Context: an optimization exercise on an open-source flow, tuned for a short achievable clock period and few clock cycles per item. The choices shown serve that exercise and are no tape-out recipe.
Only simulation tests tie the RTL to the original design; equivalence was not proved.

--- flow/config.mk ---
export PLATFORM = sky130hd
export DESIGN_NAME = goertzel_multi
export DESIGN_NICKNAME = goertzel_multi
export VERILOG_FILES = /design/flow/design.v
export SDC_FILE = /design/flow/constraint.sdc
export NUM_CORES = 4
export LEC_CHECK = 0
export CAP_MARGIN = 20
export CORE_MARGIN = 2
export CORE_UTILIZATION = 40
export SLEW_MARGIN = 20
export SYNTH_HIERARCHICAL = 1
--- flow/constraint.sdc ---
create_clock -name core_clock -period 13.0 [get_ports {dsp_clk}]
set_input_delay 2.6000 -clock core_clock [delete_from_list [all_inputs] [get_ports {dsp_clk}]]
set_output_delay 2.6000 -clock core_clock [all_outputs]
set_load 0.01 [all_outputs]
--- flow/design.v ---
module goertzel_multi #(
  parameter int NUM_BINS     = 4,
  parameter int LOG2_SAMPLES = 9,
  parameter int D_W          = 16,
  parameter int S_W          = 8,
  parameter int FRAC         = 14
) (
  input  logic                    dsp_clk,
  input  logic                    rst_n,
  input  logic                    start,
  input  logic                    coef_wr,
  input  logic [2:0]              coef_idx,
  input  logic [D_W-1:0]          coef_val,
  output logic [LOG2_SAMPLES-1:0] sample_address,
  input  logic [S_W-1:0]          sample_data_in,
  output logic                    busy,
  output logic                    mag_valid,
  input  logic                    mag_ready,
  output logic [2:0]              mag_bin,
  output logic [D_W-1:0]          mag_data,
  output logic                    frame_done
);
  localparam int NB  = 4;
  localparam int ND  = 8;            
  localparam int XREG = 1;           
  localparam int FIRST = 2 + XREG;   
  localparam int CNT_POST = FIRST + 512;   
  localparam int CNT_LOAD = FIRST + 514;   
  localparam logic [17:0] W_K = 18'(-4 * 21845);
  localparam logic [33:0] P_K = 34'(-(64'd21845 << 16) - (64'd21845 << 18));
  logic                    busy_q;
  logic [9:0]              cnt_q;
  logic [LOG2_SAMPLES-1:0] addr_q;
  logic                    clr_q;      
  logic                    clr2_q;
  logic                    xz_q;       
  logic                    mvalid_q;
  logic [2:0]              bin_q;
  logic                    done_q;
  logic [D_W-1:0]          mag_q [NB];
  logic [D_W-1:0]          coef_q [NB];
  logic [ND-1:0]           one_q  [NB];
  logic [ND-1:0]           two_q  [NB];
  logic [ND-1:0]           neg_q  [NB];
  logic                    accept;
  logic                    last_out;
  assign accept   = mvalid_q && mag_ready;
  assign last_out = (bin_q == 3'(NB - 1));
  function automatic logic [3*ND-1:0] booth_recode(input logic [15:0] c);
    logic b0, b1, b2;
    for (int i = 0; i < ND; i++) begin
      b0 = (i == 0) ? 1'b0 : c[2*i-1];
      b1 = c[2*i];
      b2 = c[2*i+1];
      booth_recode[i]      = b1 ^ b0;                              
      booth_recode[ND+i]   = (b2 & ~b1 & ~b0) | (~b2 & b1 & b0);   
      booth_recode[2*ND+i] = b2 & ~(b1 & b0);                      
    end
  endfunction
  function automatic logic [63:0] csa(input logic [31:0] a, input logic [31:0] b,
                                      input logic [31:0] c);
    csa = {(((a ^ b) & c) | (~(a ^ b) & a)) << 1, a ^ b ^ c};
  endfunction
  function automatic logic [67:0] csa34(input logic [33:0] a, input logic [33:0] b,
                                        input logic [33:0] c);
    csa34 = {((a & b) | (a & c) | (b & c)) << 1, a ^ b ^ c};
  endfunction
  always_ff @(posedge dsp_clk) begin
    if (!rst_n) begin
      busy_q   <= 1'b0;
      cnt_q    <= '0;
      addr_q   <= '0;
      mvalid_q <= 1'b0;
      bin_q    <= '0;
      done_q   <= 1'b0;
      for (int b = 0; b < NB; b++) begin
        coef_q[b] <= '0;
        one_q[b]  <= '0;
        two_q[b]  <= '0;
        neg_q[b]  <= '0;
      end
    end else begin
      done_q <= 1'b0;
      if (!busy_q) begin
        if (coef_wr && !coef_idx[2]) begin
          for (int b = 0; b < NB; b++) begin
            if (coef_idx[1:0] == 2'(b)) begin
              coef_q[b] <= coef_val;
              {neg_q[b], two_q[b], one_q[b]} <= booth_recode(coef_val);
            end
          end
        end
        if (start) begin
          busy_q <= 1'b1;
          cnt_q  <= 10'd1;
          addr_q <= 9'd1;
        end
      end else begin
        if (cnt_q != 10'(CNT_LOAD + 1)) cnt_q <= cnt_q + 1'b1;
        addr_q <= addr_q + 1'b1;
        if (cnt_q == 10'(CNT_LOAD)) begin
          mvalid_q <= 1'b1;
          bin_q    <= '0;
        end
        if (accept) begin
          if (last_out) begin
            mvalid_q <= 1'b0;
            busy_q   <= 1'b0;
            done_q   <= 1'b1;
            cnt_q    <= '0;
            addr_q   <= '0;
            bin_q    <= '0;
          end else begin
            bin_q <= bin_q + 1'b1;
          end
        end
      end
    end
  end
  always_ff @(posedge dsp_clk) begin
    clr2_q <= !rst_n || !busy_q || (accept && last_out);
    clr_q  <= (XREG == 0) ? (!rst_n || !busy_q || (accept && last_out))
                          : (!rst_n || clr2_q || (busy_q && cnt_q == 10'd1));
    xz_q   <= busy_q && (cnt_q == 10'(CNT_POST - 2));
  end
  logic signed [S_W-1:0] x_in, x_q;
  always_ff @(posedge dsp_clk) x_q <= $signed(sample_data_in);
  assign x_in = (XREG != 0) ? x_q : $signed(sample_data_in);
  logic [33:0] p_val [NB];
  for (genvar b = 0; b < NB; b++) begin : g_bin
    logic [15:0]        s1_q;         
    logic [1:0]         yh_q;         
    logic               ov_q;         
    logic               sg_q;         
    assign ov_q = (yh_q[1] != yh_q[0]) || (yh_q[0] != s1_q[15]);
    assign sg_q = yh_q[1];
    logic signed [15:0] s1s;          
    logic signed [15:0] s2_q;         
    logic [17:0]        w_q;          
    logic signed [17:0] u_q;          
    logic [31:0]        dp_q, dn_q;   
    assign s1s = ov_q ? {sg_q, {15{~sg_q}}} : s1_q;
    logic [16:0] row [ND];
    logic signed [16:0] s1x;
    assign s1x = 17'($signed(s1_q));
    for (genvar i = 0; i < ND; i++) begin : g_row
      logic [16:0] m, e;
      assign m = ({17{one_q[b][i]}} & s1x) | ({17{two_q[b][i]}} & {s1x[15:0], 1'b0});
      assign e = m ^ {17{neg_q[b][i]}};
      assign row[i] = {~e[16], e[15:0]};
    end
    logic [13:0] nlo;
    for (genvar i = 0; i < 7; i++) begin : g_nlo
      assign nlo[2*i]   = neg_q[b][i];
      assign nlo[2*i+1] = 1'b0;
    end
    logic [31:0] r [9];
    for (genvar i = 0; i < ND; i++) begin : g_r
      assign r[i] = 32'({15'd0, row[i]}) << (2 * i);
    end
    assign r[8] = {w_q, nlo};
    logic [31:0] l1 [6];
    logic [31:0] l2 [4];
    logic [31:0] l3 [3];
    logic [31:0] l4 [2];
    assign {l1[1], l1[0]} = csa(r[0], r[1], r[2]);
    assign {l1[3], l1[2]} = csa(r[3], r[4], r[5]);
    assign {l1[5], l1[4]} = csa(r[6], r[7], r[8]);
    assign {l2[1], l2[0]} = csa(l1[0], l1[1], l1[2]);
    assign {l2[3], l2[2]} = csa(l1[3], l1[4], l1[5]);
    assign {l3[1], l3[0]} = csa(l2[0], l2[1], l2[2]);
    assign l3[2] = l2[3];
    assign {l4[1], l4[0]} = csa(l3[0], l3[1], l3[2]);
    logic [31:0] tot;
    goertzel_multi_add32 u_add (.a(l4[0]), .b(l4[1]), .s(tot));
    logic [31:0] zoff, cx, altp, altn;
    assign zoff = {18'(neg_q[b][7]) + W_K, nlo};
    assign cx   = 32'($signed(coef_q[b]));
    assign altp = {w_q, nlo} + dp_q;
    assign altn = {w_q, nlo} + dn_q;
    logic [17:0] y;
    logic [17:0] ya;
    logic        selt, sela;
    assign ya   = sg_q ? altn[31:14] : altp[31:14];
    assign selt = !ov_q && !clr_q;
    assign sela = ov_q && !clr_q;
    assign y    = ({18{!ov_q}} & tot[31:14]) | ({18{ov_q}} & ya);
    logic [15:0]        s1c_q;        
    logic [ND-1:0]      aone_q, atwo_q, aneg_q;    
    logic [ND-1:0]      bone_q, btwo_q, bneg_q;    
    always_ff @(posedge dsp_clk) begin
      s1_q  <= ({16{selt}} & tot[29:14]) | ({16{sela}} & ya[15:0]);
      yh_q  <= ({2{selt}} & tot[31:30]) | ({2{sela}} & ya[17:16]);
      s2_q  <= s1s;
      w_q   <= 18'(xz_q ? 8'sd0 : x_in) - 18'(s1s) + 18'(neg_q[b][7]) + W_K;
      u_q   <= $signed(y);
      dp_q  <= (cx << 15) - cx - zoff;
      dn_q  <= 32'd0 - (cx << 15) - zoff;
      s1c_q <= s1s;
      {aneg_q, atwo_q, aone_q} <= booth_recode(s1s);
      {bneg_q, btwo_q, bone_q} <= booth_recode(s2_q);
    end
    logic [33:0] q [18];
    logic signed [16:0] ax;
    logic signed [18:0] ux;
    assign ax = 17'($signed(s1c_q));
    assign ux = 19'(u_q);
    for (genvar i = 0; i < ND; i++) begin : g_prow
      logic [16:0] ma, ea;
      logic [18:0] mb, eb;
      logic        nb;
      assign ma = ({17{aone_q[i]}} & ax) | ({17{atwo_q[i]}} & {ax[15:0], 1'b0});
      assign ea = ma ^ {17{aneg_q[i]}};
      assign nb = ~bneg_q[i];
      assign mb = ({19{bone_q[i]}} & ux) | ({19{btwo_q[i]}} & {ux[17:0], 1'b0});
      assign eb = mb ^ {19{nb}};
      assign q[i]      = 34'({~ea[16], ea[15:0]}) << (2 * i);
      assign q[ND + i] = 34'({~eb[18], eb[17:0]}) << (2 * i);
      assign q[16][2*i]   = aneg_q[i];
      assign q[16][2*i+1] = 1'b0;
      assign q[17][2*i]   = nb;
      assign q[17][2*i+1] = 1'b0;
    end
    assign q[16][33:16] = P_K[33:16];
    assign q[17][33:16] = '0;
    logic [33:0] k1 [12];
    logic [33:0] k2 [8];
    logic [33:0] k3 [6];
    logic [33:0] k4 [4];
    logic [33:0] k5 [3];
    logic [33:0] k6 [2];
    for (genvar j = 0; j < 6; j++) begin : g_k1
      assign {k1[2*j+1], k1[2*j]} = csa34(q[3*j], q[3*j+1], q[3*j+2]);
    end
    for (genvar j = 0; j < 4; j++) begin : g_k2
      assign {k2[2*j+1], k2[2*j]} = csa34(k1[3*j], k1[3*j+1], k1[3*j+2]);
    end
    assign {k3[1], k3[0]} = csa34(k2[0], k2[1], k2[2]);
    assign {k3[3], k3[2]} = csa34(k2[3], k2[4], k2[5]);
    assign k3[4] = k2[6];
    assign k3[5] = k2[7];
    assign {k4[1], k4[0]} = csa34(k3[0], k3[1], k3[2]);
    assign {k4[3], k4[2]} = csa34(k3[3], k3[4], k3[5]);
    assign {k5[1], k5[0]} = csa34(k4[0], k4[1], k4[2]);
    assign k5[2] = k4[3];
    assign {k6[1], k6[0]} = csa34(k5[0], k5[1], k5[2]);
    logic [33:0] ps_q, pc_q;
    always_ff @(posedge dsp_clk) begin
      ps_q <= k6[0];
      pc_q <= k6[1];
    end
    assign p_val[b] = ps_q + pc_q;
  end
  function automatic logic [D_W-1:0] clamp(input logic [33:0] p);
    if (p[33]) clamp = '0;
    else if (|p[32:16]) clamp = '1;
    else clamp = p[15:0];
  endfunction
  always_ff @(posedge dsp_clk) begin
    if (busy_q && cnt_q == 10'(CNT_LOAD)) begin
      for (int b = 0; b < NB; b++) mag_q[b] <= clamp(p_val[b]);
    end else if (accept) begin
      for (int b = 0; b < NB - 1; b++) mag_q[b] <= mag_q[b+1];
    end
  end
  assign sample_address = addr_q;
  assign busy           = busy_q;
  assign mag_valid      = mvalid_q;
  assign mag_bin        = bin_q;
  assign mag_data       = mag_q[0];
  assign frame_done     = done_q;
endmodule
module goertzel_multi_add32 (
  input  logic [31:0] a,
  input  logic [31:0] b,
  output logic [31:0] s
);
  assign s = a + b;
endmodule
--- flow/flow/run.sh ---
#!/bin/bash
set -euo pipefail
bash standard.sh SETUP_SLACK_MARGIN=11 finish > standard_flow.log 2>&1
--- flow/standard.sh ---
#!/bin/bash
# synth_recipe.tcl (not shown) runs the flow's synth.tcl, then flattens the netlist and writes it again
# the make line also repeats each setting of config.mk as NAME=value (left out here)
make -C /OpenROAD-flow-scripts/flow DESIGN_CONFIG=/design/flow/config.mk WORK_HOME=/design/flow/orfs CLKGATE_MAP_FILE= SYNTH_SCRIPT=/design/flow/synth_recipe.tcl "${@:-finish}"
==> notes.md, run 1 <==
number of detailed-route iterations in the first pass 6; starting utilization of the core area 0.401; Buf/Inv on CP 5; worst hold path class reg2reg; Critical Path AT 5.30 ns; final critical-path setup slack 8.43 ns; critical path cell sequence buf_8, a22oi_1, xnor2_1, xnor3_2, xnor2_2, xnor2_2, inv_2, maj3_2, inv_1, a22oi_1, o21a_1, ha_4, nand2_1, o211ai_1, a21oi_2, buf_4, buf_4, a21boi_2, xnor2_2, mux2_4, nor2b_1; Post-CTS Hold Buffers 0; sum of met3 wire segment lengths after detailed routing 49,800 um; final hold violation count 0; Worst path max stage delay 0.45 ns; RePlAce Congestion 0.904; die outline area 354,000 um^2; Overall Global Routing Usage 0.280; Relative slew margins 0.426; placeable core region 349,000 um^2; pin count of the biggest net entering global routing 41; number of instances in the synthesized netlist 15,788; unrepaired setup endpoints after global routing true; r2r startpoint g_bin[1].s1_q[6]; buffer depth of the longest clock path 4; layout net count 19,751; launch instance of the worst min-delay path clr2_q; first element of the critical path g_bin[1].s1_q[6]; Routed Wire Length 534,000 um; filler-free cell count of the finished design 22,033; Placed Area 150,000 um^2; met2 WL 231,000 um; Worst Tran Pin Value 0.856 ns; Clock transition at path regs 0.07 ns; element type at the critical path start flop; total number of placement rows 217; Setup violations, final 0; post-placement worst setup slack 7.55 ns; Die Ht 595 um; DRC marker count from the first detailed-route iteration 12,334; min cycle time layout 4.57 ns; vias in the first global route 122,418; status finished clean; Met1 Routed Length 221,000 um; initial antenna violation count 17; leading cell type in the layout, fill and taps excluded sky130_fd_sc_hd__xnor2_1; Maximum Capacitance Violations 0; minimum hold slack 0.454 ns; Most common cell on crit path sky130_fd_sc_hd__xnor2_2; cell with the largest stage delay on the worst path sky130_fd_sc_hd__xnor3_2; quantity of I/O buffers inserted on ports 62; pins over their slew limit 0; capturing element type of the critical path flop; vias per cell 5.75; worst-path maximum fanout 7; required time of the worst setup path 13.73 ns; overall via count from detail_route 126,741; summed area of non-filler cells in the final layout 197,000 um^2; depth of the CTS H-tree 4; routed length per placed instance 24.2 um; clock skew 0.0681 ns; area grow syn2layout 41.0%; # placed instances 19,497; global route total overflow 0; I/O Pins 63; CTS Root Cell sky130_fd_sc_hd__clkbuf_16; DR top layer met5; highest attainable clock frequency 0.219 GHz; Tcrit/Tclk final 0.352; category of the most critical setup path reg2reg; DRT antenna net count 0; CTS tree yes; cell area after technology mapping 140,000 um^2; top library cells by usage in the layout, fill and taps aside 1,976 x sky130_fd_sc_hd__xnor2_1, 1,439 x sky130_fd_sc_hd__buf_4, 1,303 x sky130_fd_sc_hd__inv_1; global-route wire length before repair 767,000 um; horizontal extent of the die 595 um; number of buffers inserted during clock tree synthesis 156; insertion delay of the later-clocked pin in the worst-skew pair 0.90 ns; family of cells with the greatest summed delay on the critical path XOR/XNOR gates; number of warnings printed during yosys synthesis 123; mean area per synthesized cell 8.85 um^2; Post-Route Setup TNS 0 ns; number of remaining DRC errors 0; clock sinks 1,232; share of cells above drive strength 1 0.419; detailed placement HPWL 330,000 um
==> layout make-up <==
| type | count | area [um^2] |
|---|---|---|
| Antenna cell | 11 | 27.5 |
| Clock buffer | 193 | 4270 |
| Sequential cell | 1232 | 27000 |
| Clock inverter | 82 | 902 |
| Tap cell | 4599 | 5750 |
| Timing Repair Buffer | 2442 | 26700 |
| Multi-Input combinational cell | 11825 | 126000 |
| Inverter | 1641 | 6490 |
| Fill cell | 28616 | 151000 |
| Timing Repair inverter | 8 | 185 |
==> sequential cells by signal, summed over array words and instances, names as in the netlist, 42 cells and up <==
name / cells
g_bin.w_q: 72
g_bin.ps_q: 136
mag_q: 64
g_bin.dn_q: 124
g_bin.dp_q: 128
g_bin.s1_q: 64
g_bin.pc_q: 128
g_bin.u_q: 72
g_bin.s2_q: 42
coef_q: 56
==> worst reg2reg max path, stage by stage, from the launching register on <==
cell                       delay [ns]
sky130_fd_sc_hd__dfxtp_4         0.43
sky130_fd_sc_hd__buf_8           0.16
sky130_fd_sc_hd__a22oi_1         0.11
sky130_fd_sc_hd__xnor2_1         0.34
sky130_fd_sc_hd__xnor3_2         0.46
sky130_fd_sc_hd__xnor2_2         0.17
sky130_fd_sc_hd__xnor2_2         0.21
sky130_fd_sc_hd__inv_2           0.09
sky130_fd_sc_hd__maj3_2          0.32
sky130_fd_sc_hd__inv_1           0.06
sky130_fd_sc_hd__a22oi_1         0.06
sky130_fd_sc_hd__o21a_1          0.22
sky130_fd_sc_hd__ha_4            0.34
sky130_fd_sc_hd__nand2_1         0.08
sky130_fd_sc_hd__o211ai_1        0.23
sky130_fd_sc_hd__a21oi_2         0.11
sky130_fd_sc_hd__buf_4           0.15
sky130_fd_sc_hd__buf_4           0.13
sky130_fd_sc_hd__a21boi_2        0.17
sky130_fd_sc_hd__xnor2_2         0.16
sky130_fd_sc_hd__mux2_4          0.30
sky130_fd_sc_hd__nor2b_1         0.15
==> stage by stage <==
stage | util
final | 0.565
after CTS | 0.531
after global routing | 0.565
after detailed placement | 0.431
after floorplan | -
after global placement | 0.431
==> repair_timing <==
item,4_1_cts,5_1_grt
setup buffers,1643,503
resized for setup,3510,1685
pin swaps,1332,1251
endpoints found under the setup margin,1100,1012
gates cloned,96,8
==> final timing paths <==
path | endpoint | slack [ns] | cells after the start
max | g_bin[1].s1_q[9] | 8.43 | 21
min | clr_q | 0.45 | 1
max reg2reg | g_bin[1].s1_q[9] | 8.43 | 21
min reg2reg | clr_q | 0.45 | 1
==> metal layers <==
metal  track usage  vias up
met5             0        -
met4         0.124        8
met3        0.0541     1592
met2         0.432     6012
met1         0.379    62364
li1              -    56765
Testbench counts, summed over its fixed seeds: cycles 12,528, frames 24.
==> inputs of run 2 (changes only) <==
--- a/flow/design.v
+++ b/flow/design.v
@@ -171,8 +171,6 @@
     assign {l3[1], l3[0]} = csa(l2[0], l2[1], l2[2]);
     assign l3[2] = l2[3];
     assign {l4[1], l4[0]} = csa(l3[0], l3[1], l3[2]);
-    logic [31:0] tot;
-    goertzel_multi_add32 u_add (.a(l4[0]), .b(l4[1]), .s(tot));
     logic [31:0] zoff, cx, altp, altn;
     assign zoff = {18'(neg_q[b][7]) + W_K, nlo};
     assign cx   = 32'($signed(coef_q[b]));
@@ -184,13 +182,15 @@
     assign ya   = sg_q ? altn[31:14] : altp[31:14];
     assign selt = !ov_q && !clr_q;
     assign sela = ov_q && !clr_q;
-    assign y    = ({18{!ov_q}} & tot[31:14]) | ({18{ov_q}} & ya);
+    goertzel_multi_addsel u_add (
+      .a(l4[0]), .b(l4[1]), .alt(ya), .selt(selt), .sela(sela), .y(y)
+    );
     logic [15:0]        s1c_q;        
     logic [ND-1:0]      aone_q, atwo_q, aneg_q;    
     logic [ND-1:0]      bone_q, btwo_q, bneg_q;    
     always_ff @(posedge dsp_clk) begin
-      s1_q  <= ({16{selt}} & tot[29:14]) | ({16{sela}} & ya[15:0]);
-      yh_q  <= ({2{selt}} & tot[31:30]) | ({2{sela}} & ya[17:16]);
+      s1_q  <= y[15:0];
+      yh_q  <= y[17:16];
       s2_q  <= s1s;
       w_q   <= 18'(xz_q ? 8'sd0 : x_in) - 18'(s1s) + 18'(neg_q[b][7]) + W_K;
       u_q   <= $signed(y);
@@ -270,10 +270,15 @@
   assign mag_data       = mag_q[0];
   assign frame_done     = done_q;
 endmodule
-module goertzel_multi_add32 (
+module goertzel_multi_addsel (
   input  logic [31:0] a,
   input  logic [31:0] b,
-  output logic [31:0] s
+  input  logic [17:0] alt,
+  input  logic        selt,
+  input  logic        sela,
+  output logic [17:0] y
 );
+  logic [31:0] s;
   assign s = a + b;
+  assign y = ({18{selt}} & s[31:14]) | ({18{sela}} & alt);
 endmodule
==> run 2 against run 1 <==
  * Global-route usage fell by 0.31 points
  * First-iteration DRC count rose by 2.4%
  * Sequential share of layout area barely moved
  * Register-to-register slack got worse by 0.12 ns
  * Synthesized cell count fell by 1.8%
  * Setup slack got worse by 0.12 ns
  * Final area fell by 7.2%
  * Critical path depth fell by 2
  * Fmax fell by 2.6%
==> notes.md, run 2 <==
status finished clean; Post-Synth Adder-Cell Area 0.297; launch instance of the worst min-delay path clr2_q; I/O Pins 63; number of enable flip-flop cells after synthesis 64; cell area after technology mapping 138,000 um^2; filler-free cell count of the finished design 21,103; Relative slew margins 0.212; buffer depth of the longest clock path 4; fraction of the mapped netlist area in simple logic gates 0.0775; largest reg by FF count g_bin.ps_q; Most common cell on crit path sky130_fd_sc_hd__xnor2_2; quantity of I/O buffers inserted on ports 62; Clock transition at path regs 0.06 ns; top post-synthesis cells by area sky130_fd_sc_hd__xnor2_1 16%, sky130_fd_sc_hd__dfxtp_1 16%, sky130_fd_sc_hd__fa_1 14%; multiplexer fraction of the synthesized cell area 0.0117; primary flip-flop cell chosen by synthesis mapping sky130_fd_sc_hd__dfxtp_1; die outline area 349,000 um^2; # placed instances 19,219; worst-path maximum fanout 6; detailed placement HPWL 319,000 um; proportion of netlist area held by the largest area contributor 0.162; Post-CTS Hold Buffers 0; horizontal extent of the die 591 um; element type at the critical path start flop; initial antenna violation count 20; summed area of non-filler cells in the final layout 183,000 um^2; top flop regs g_bin.ps_q x136, g_bin.dp_q x128, g_bin.pc_q x128; unrepaired setup endpoints after global routing true; Worst Hold Path Cells 2; r2r startpoint g_bin[2].u_q[11]; Worst Hold End clr_q; Die Ht 591 um; global route total overflow 0; clock skew 0.0723 ns; vias per cell 5.80; top cell types by occurrence after synthesis 2,546 x sky130_fd_sc_hd__xnor2_1, 1,600 x sky130_fd_sc_hd__inv_1, 1,500 x sky130_fd_sc_hd__a22oi_1; leading cell type in the layout, fill and taps excluded sky130_fd_sc_hd__xnor2_1; CTS Root Cell sky130_fd_sc_hd__clkbuf_16; number of instances in the synthesized netlist 15,501; Critical Path AT 5.43 ns; Worst Tran Pin Value 1.18 ns; Setup violations, final 0; pin count of the biggest net entering global routing 52; most frequently used cell type in the post-synthesis netlist sky130_fd_sc_hd__xnor2_1; count of unique library cells instantiated by Yosys 105; Post-Route Setup TNS 0 ns; top library cells by usage in the layout, fill and taps aside 2,179 x sky130_fd_sc_hd__xnor2_1, 1,345 x sky130_fd_sc_hd__inv_1, 1,100 x sky130_fd_sc_hd__ha_1; number of warnings printed during yosys synthesis 123; area fraction in compound gates after synthesis 0.180; worst hold path class reg2reg; highest attainable clock frequency 0.213 GHz; Routed Wire Length 516,000 um; CTS tree yes; overall via count from detail_route 122,304; part of the Yosys area used for sequential elements 0.173; Largest register FFs 136; register bit total from synthesis 1,160; depth of the CTS H-tree 4; share of cells above drive strength 1 0.337; R2R cell count 19; capturing point of the worst reg2reg path g_bin[2].u_q[15]; setup slack of the most critical reg-to-reg path 8.30 ns; RePlAce Congestion 0.922; Placed Area 147,000 um^2; capturing element type of the critical path flop; cell with the largest stage delay on the worst path sky130_fd_sc_hd__o21ai_0; starting utilization of the core area 0.402; area grow syn2layout 32.8%; post-placement worst setup slack 7.24 ns; critical path cell sequence buf_4, buf_4, a22oi_2, xnor2_2, xor2_1, xnor2_2, nor2_1, o21ai_0, maj3_2, xor2_1, xnor2_2, ha_4, a21oi_4, o311ai_2, a221o_1, o2bb2ai_4, o31ai_4, a2111o_1, o311ai_2; global-route wire length before repair 744,000 um; number of detailed-route iterations in the first pass 7; min cycle time layout 4.70 ns; clock sinks 1,160; layout filler cell count 29,435; synthesized-area fraction occupied by xor and xnor cells 0.185; Buf/Inv on CP 2; pins over their slew limit 0; routed length per placed instance 24.5 um; final hold violation count 0; category of the most critical setup path reg2reg; minimum hold slack 0.443 ns; mean area per synthesized cell 8.89 um^2; number of remaining DRC errors 0; dominant combinational cell family by area after synthesis adder cells; layout net count 18,856; Worst path max stage delay 0.48 ns; Overall Global Routing Usage 0.277; cell type with the largest total area after synthesis sky130_fd_sc_hd__xnor2_1; family of cells with the greatest summed delay on the critical path compound AO/OA/AOI/OAI gates; final critical-path setup slack 8.30 ns; fraction of registers with async set/reset 0; vias in the first global route 117,914; placeable core region 343,000 um^2; required time of the worst setup path 13.74 ns; number of buffers inserted during clock tree synthesis 152; DRC marker count from the first detailed-route iteration 12,633; Maximum Capacitance Violations 0; insertion delay of the later-clocked pin in the worst-skew pair 0.92 ns; total number of placement rows 215; Tcrit/Tclk final 0.361; DRT antenna net count 0
run 2: worst max path at each step:
stage / start / end / slack [ns] / cells past startpoint
6_report: g_bin[2].u_q[11] / g_bin[2].u_q[15] / 8.30 / 19
5_1_grt: g_bin[0].u_q[10] / g_bin[0].u_q[15] / 8.17 / 19
4_1_cts: g_bin[3].u_q[8] / g_bin[3].yh_q[1] / 8.48 / 22
3_5_place_dp: g_bin[2].u_q[7] / g_bin[2].u_q[11] / 7.24 / 20
3_3_place_gp: g_bin[2].u_q[7] / g_bin[2].u_q[11] / 7.25 / 20
2_1_floorplan: one_q[1][5] / g_bin[1].u_q[11] / 8.75 / 20
run 2: layer usage:
metal,up-vias,GRT usage,part of all wire
li1,54673,-,-
met1,59976,0.371,0.41
met2,6038,0.424,0.43
met3,1591,0.0601,0.10
met4,26,0.130,0.059
met5,-,0,0.00035
run 2: repair_timing:
item / CTS / global route
endpoints found under the hold margin: 0 / 0
gates cloned: 121 / 18
pin swaps: 1094 / 943
resized for setup: 2698 / 1170
endpoints found under the setup margin: 1023 / 921
setup buffers: 1001 / 464
run 2: area by class of cell:
class                           count  area [um^2]  share of cell area
Antenna cell                        6         15.0           0.0000820
Clock buffer                      203         4310              0.0235
Clock inverter                     71          744             0.00407
Inverter                         1622         6280              0.0343
Multi-Input combinational cell  11626       120000               0.653
Sequential cell                  1160        25000               0.137
Tap cell                         4557         5700              0.0312
Timing Repair Buffer             1857        21300               0.117
Timing Repair inverter              1         7.51           0.0000410
run 2: worst min-delay path, delay by kind of cell (launching register included):
| family | cells | cell delay (ns) |
|---|---|---|
| flops | 1 | 0.30 |
| compound gates | 1 | 0.06 |
| buf+inv | 1 | 0.04 |
run 2: cells by family (layout without fill, tap and decap cells):
family,after synthesis,count (layout)
compound gates,3526,3526
xor+xnor,2884,2884
buf+inv,2753,3754
fa+ha+maj,2746,2746
simple gates,2283,2306
flops,1160,1160
mux,148,148
other cells,1,22
run 2: metrics by stage:
stage | utilization
floorplan | -
global placement | 0.429
detailed placement | 0.429
CTS | 0.506
global route | 0.534
finish | 0.534
run 2: modules after synthesis (local to each module, per instance):
module                 copies in the design  cell area, um^2  cells inside  flip-flops and latches
goertzel_multi_addsel                     4             1640           229                       0
goertzel_multi                            1           131000         14585                    1160
Testbench counts of run 2, summed over its fixed seeds: cycles 12,528, frames 24.
==> inputs of run 3 (changes only) <==
--- a/flow/design.v
+++ b/flow/design.v
@@ -140,37 +140,18 @@
     logic signed [17:0] u_q;          
     logic [31:0]        dp_q, dn_q;   
     assign s1s = ov_q ? {sg_q, {15{~sg_q}}} : s1_q;
-    logic [16:0] row [ND];
-    logic signed [16:0] s1x;
-    assign s1x = 17'($signed(s1_q));
-    for (genvar i = 0; i < ND; i++) begin : g_row
-      logic [16:0] m, e;
-      assign m = ({17{one_q[b][i]}} & s1x) | ({17{two_q[b][i]}} & {s1x[15:0], 1'b0});
-      assign e = m ^ {17{neg_q[b][i]}};
-      assign row[i] = {~e[16], e[15:0]};
-    end
     logic [13:0] nlo;
     for (genvar i = 0; i < 7; i++) begin : g_nlo
       assign nlo[2*i]   = neg_q[b][i];
       assign nlo[2*i+1] = 1'b0;
     end
-    logic [31:0] r [9];
-    for (genvar i = 0; i < ND; i++) begin : g_r
-      assign r[i] = 32'({15'd0, row[i]}) << (2 * i);
-    end
-    assign r[8] = {w_q, nlo};
-    logic [31:0] l1 [6];
-    logic [31:0] l2 [4];
-    logic [31:0] l3 [3];
     logic [31:0] l4 [2];
-    assign {l1[1], l1[0]} = csa(r[0], r[1], r[2]);
-    assign {l1[3], l1[2]} = csa(r[3], r[4], r[5]);
-    assign {l1[5], l1[4]} = csa(r[6], r[7], r[8]);
-    assign {l2[1], l2[0]} = csa(l1[0], l1[1], l1[2]);
-    assign {l2[3], l2[2]} = csa(l1[3], l1[4], l1[5]);
-    assign {l3[1], l3[0]} = csa(l2[0], l2[1], l2[2]);
-    assign l3[2] = l2[3];
-    assign {l4[1], l4[0]} = csa(l3[0], l3[1], l3[2]);
+    goertzel_multi_tree u_tree (
+      .s1(s1_q), .one(one_q[b]), .two(two_q[b]), .neg(neg_q[b]), .wrow({w_q, nlo}),
+      .sa(l4[0]), .sb(l4[1])
+    );
+    logic [31:0] tot;
+    goertzel_multi_add32 u_add (.a(l4[0]), .b(l4[1]), .s(tot));
     logic [31:0] zoff, cx, altp, altn;
     assign zoff = {18'(neg_q[b][7]) + W_K, nlo};
     assign cx   = 32'($signed(coef_q[b]));
@@ -182,15 +163,13 @@
     assign ya   = sg_q ? altn[31:14] : altp[31:14];
     assign selt = !ov_q && !clr_q;
     assign sela = ov_q && !clr_q;
-    goertzel_multi_addsel u_add (
-      .a(l4[0]), .b(l4[1]), .alt(ya), .selt(selt), .sela(sela), .y(y)
-    );
+    assign y    = ({18{!ov_q}} & tot[31:14]) | ({18{ov_q}} & ya);
     logic [15:0]        s1c_q;        
     logic [ND-1:0]      aone_q, atwo_q, aneg_q;    
     logic [ND-1:0]      bone_q, btwo_q, bneg_q;    
     always_ff @(posedge dsp_clk) begin
-      s1_q  <= y[15:0];
-      yh_q  <= y[17:16];
+      s1_q  <= ({16{selt}} & tot[29:14]) | ({16{sela}} & ya[15:0]);
+      yh_q  <= ({2{selt}} & tot[31:30]) | ({2{sela}} & ya[17:16]);
       s2_q  <= s1s;
       w_q   <= 18'(xz_q ? 8'sd0 : x_in) - 18'(s1s) + 18'(neg_q[b][7]) + W_K;
       u_q   <= $signed(y);
@@ -270,15 +249,50 @@
   assign mag_data       = mag_q[0];
   assign frame_done     = done_q;
 endmodule
-module goertzel_multi_addsel (
+module goertzel_multi_add32 (
   input  logic [31:0] a,
   input  logic [31:0] b,
-  input  logic [17:0] alt,
-  input  logic        selt,
-  input  logic        sela,
-  output logic [17:0] y
+  output logic [31:0] s
 );
-  logic [31:0] s;
   assign s = a + b;
-  assign y = ({18{selt}} & s[31:14]) | ({18{sela}} & alt);
 endmodule
+module goertzel_multi_tree (
+  input  logic [15:0] s1,
+  input  logic [7:0]  one,
+  input  logic [7:0]  two,
+  input  logic [7:0]  neg,
+  input  logic [31:0] wrow,
+  output logic [31:0] sa,
+  output logic [31:0] sb
+);
+  localparam int ND = 8;
+  function automatic logic [63:0] csa(input logic [31:0] a, input logic [31:0] b,
+                                      input logic [31:0] c);
+    csa = {(((a ^ b) & c) | (~(a ^ b) & a)) << 1, a ^ b ^ c};
+  endfunction
+  logic [16:0] row [ND];
+  logic signed [16:0] s1x;
+  assign s1x = 17'($signed(s1));
+  for (genvar i = 0; i < ND; i++) begin : g_row
+    logic [16:0] m, e;
+    assign m = ({17{one[i]}} & s1x) | ({17{two[i]}} & {s1x[15:0], 1'b0});
+    assign e = m ^ {17{neg[i]}};
+    assign row[i] = {~e[16], e[15:0]};
+  end
+  logic [31:0] r [9];
+  for (genvar i = 0; i < ND; i++) begin : g_r
+    assign r[i] = 32'({15'd0, row[i]}) << (2 * i);
+  end
+  assign r[8] = wrow;
+  logic [31:0] l1 [6];
+  logic [31:0] l2 [4];
+  logic [31:0] l3 [3];
+  assign {l1[1], l1[0]} = csa(r[0], r[1], r[2]);
+  assign {l1[3], l1[2]} = csa(r[3], r[4], r[5]);
+  assign {l1[5], l1[4]} = csa(r[6], r[7], r[8]);
+  assign {l2[1], l2[0]} = csa(l1[0], l1[1], l1[2]);
+  assign {l2[3], l2[2]} = csa(l1[3], l1[4], l1[5]);
+  assign {l3[1], l3[0]} = csa(l2[0], l2[1], l2[2]);
+  assign l3[2] = l2[3];
+  assign {sb, sa} = csa(l3[0], l3[1], l3[2]);
+endmodule
==> flow/flow/run.sh (replaced) <==
#!/bin/bash
set -euo pipefail
bash standard.sh SETUP_SLACK_MARGIN=9.5 finish > standard_flow.log 2>&1
==> run 3 against run 2 <==
  * Still clean
  * Sequential share of layout area increased by 0.78 points
  * Die area increased by 2.9%
  * Highest routed layer unchanged
==> notes.md, run 3 <==
r2r startpoint one_q[3][3]; element type at the critical path start flop; cell area after technology mapping 142,000 um^2; final critical-path setup slack 8.22 ns; number of detailed-route iterations in the first pass 6; critical path cell sequence a22oi_2, xnor2_2, xnor3_1, xnor3_2, or3_4, a31o_1, a2111oi_4, xnor2_1, ha_2, a21oi_4, o21bai_1, a21oi_2, o311ai_4, buf_4, a21o_1, a21oi_2, xnor2_1, nand2_1, o21ai_2, and2_1; pin count of the biggest net entering global routing 80; end point of the critical path g_bin[3].s1_q[5]; detailed placement HPWL 328,000 um; top flop regs g_bin.ps_q x136, g_bin.dp_q x128, g_bin.pc_q x128; die outline area 359,000 um^2; vias in the first global route 121,313; number of instances in the synthesized netlist 15,730; filler-free cell count of the finished design 21,763; Overall Global Routing Usage 0.267; highest attainable clock frequency 0.209 GHz; RePlAce Congestion 0.921; global route total overflow 0; required time of the worst setup path 13.83 ns; capturing point of the worst reg2reg path g_bin[3].s1_q[5]; clock skew 0.0897 ns; DRT antenna net count 0; Die Ht 599 um; worst hold path class reg2reg; mean area per synthesized cell 9.02 um^2; initial antenna violation count 25; CTS tree yes; area grow syn2layout 30.9%; capturing element type of the critical path flop; DRC marker count from the first detailed-route iteration 11,294; I/O Pins 63; overall via count from detail_route 123,449; insertion delay of the later-clocked pin in the worst-skew pair 0.94 ns; category of the most critical setup path reg2reg; top library cells by usage in the layout, fill and taps aside 1,935 x sky130_fd_sc_hd__xnor2_1, 1,368 x sky130_fd_sc_hd__inv_1, 1,358 x sky130_fd_sc_hd__buf_4; number of warnings printed during yosys synthesis 85; Worst Tran Pin Value 1.06 ns; horizontal extent of the die 599 um; Clock transition at path regs 0.06 ns; routed length per placed instance 23.3 um; unrepaired setup endpoints after global routing true; first element of the critical path one_q[3][3]; layout net count 19,348; Setup violations, final 0; critical path depth 20; pins over their slew limit 0; post-placement worst setup slack 7.50 ns; depth of the CTS H-tree 4; worst-path maximum fanout 7; Critical Path AT 5.61 ns; Routed Wire Length 507,000 um; Largest register FFs 136; Worst path max stage delay 0.42 ns; Tcrit/Tclk final 0.368; Placed Area 148,000 um^2; share of cells above drive strength 1 0.328; leading cell type in the layout, fill and taps excluded sky130_fd_sc_hd__xnor2_1; Post-CTS Hold Buffers 0; # placed instances 19,591; status finished clean; total number of placement rows 218; clock sinks 1,232; largest reg by FF count g_bin.ps_q; vias per cell 5.67; CTS Root Cell sky130_fd_sc_hd__clkbuf_16; global-route wire length before repair 743,000 um; Relative slew margins 0.285; family of cells with the greatest summed delay on the critical path compound AO/OA/AOI/OAI gates; number of buffers inserted during clock tree synthesis 163; final hold violation count 0; cell with the largest stage delay on the worst path sky130_fd_sc_hd__xnor3_1; buffer depth of the longest clock path 4; Maximum Capacitance Violations 0; placeable core region 353,000 um^2; setup slack of the most critical reg-to-reg path 8.22 ns; starting utilization of the core area 0.402; min cycle time layout 4.78 ns; number of remaining DRC errors 0; Buf/Inv on CP 1; quantity of I/O buffers inserted on ports 62; Post-Route Setup TNS 0 ns; summed area of non-filler cells in the final layout 186,000 um^2; R2R cell count 20
## run 3: layer usage
layer	track usage	part of all wire
met1	0.351	0.41
met2	0.428	0.45
met3	0.0478	0.087
met4	0.119	0.056
met5	0.000134	0.00020
## run 3: what timing repair did
action	CTS	global route
setup endpoints to repair	732	621
setup buffers	1326	494
gates resized for setup	2798	1174
pin swaps	1160	971
cloned	39	11
## run 3: through the flow
step / utilization / hold WS (ns)
2_1_floorplan: - / 0.380
3_3_place_gp: 0.421 / 0.435
3_5_place_dp: 0.421 / 0.442
4_1_cts: 0.499 / 0.464
5_1_grt: 0.526 / 0.495
6_report: 0.526 / 0.458
## run 3: worst min path at each step
stage / end / depth (start not counted) / slack, ns / start
5_1_grt: clr_q / 2 / 0.49 / clr2_q
3_3_place_gp: clr_q / 2 / 0.43 / clr2_q
3_5_place_dp: clr_q / 2 / 0.44 / clr2_q
4_1_cts: clr_q / 2 / 0.46 / clr2_q
6_report: clr_q / 2 / 0.46 / clr2_q
2_1_floorplan: g_bin[0].bone_q[0] / 0 / 0.38 / g_bin[0].aone_q[0]
## run 3: area by class of cell
type	count	area, um^2
clock buffer	206	4460
sequential	1232	26900
timing repair inverter	1	8.76
tap	4730	5920
clock inverter	88	973
multi-input combinational	11794	120000
fill	30343	167000
antenna	8	20.0
inverter	1610	6150
timing repair buffer	2094	21500
## run 3: worst register-to-register path, delay by kind of cell (launching register included)
family	cells	cell delay, ns
AO/OA/AOI/OAI	10	1.91
adder cells (fa/ha/maj)	1	0.35
buffers and inverters	1	0.17
XOR/XNOR	5	1.29
flip-flops	1	0.39
AND/OR/NAND/NOR	3	0.55
Testbench counts of run 3, summed over its fixed seeds: cycles 12,528, frames 24.

-- static timing again, ports no longer ideal --
No port has a modelled driver above. Below, the same layouts with a new extraction and two added sets of constraints. Step 1 (the two cells are an assumption about what drives the block):
set clk [get_ports {dsp_clk}]
set_driving_cell -lib_cell sky130_fd_sc_hd__clkbuf_16 $clk
set_driving_cell -lib_cell sky130_fd_sc_hd__buf_2 [delete_from_list [all_inputs] $clk]
Step 2 moves the port delays by t, midway between the first and last clock arrival at a register: inputs arrive t later, outputs are due t later. That takes back most of the time a late clock gives input paths. a / b / c = ideal ports / drivers / drivers and shift; a / b = the first two.
run | t, ns | setup WS [ns] | worst hold slack (ns) | pins driven straight from the clock port
run 1 | 0.988 | 8.429 / 8.429 / 8.429 | 0.454 / 0.454 / 0.454 | 1
run 2 | 0.982 | 8.305 / 8.305 / 8.305 | 0.443 / 0.443 / 0.443 | 1
run 3 | 1.000 | 8.222 / 8.222 / 8.222 | 0.458 / 0.458 / 0.458 | 1
After both steps setup and hold are still met in every run listed.
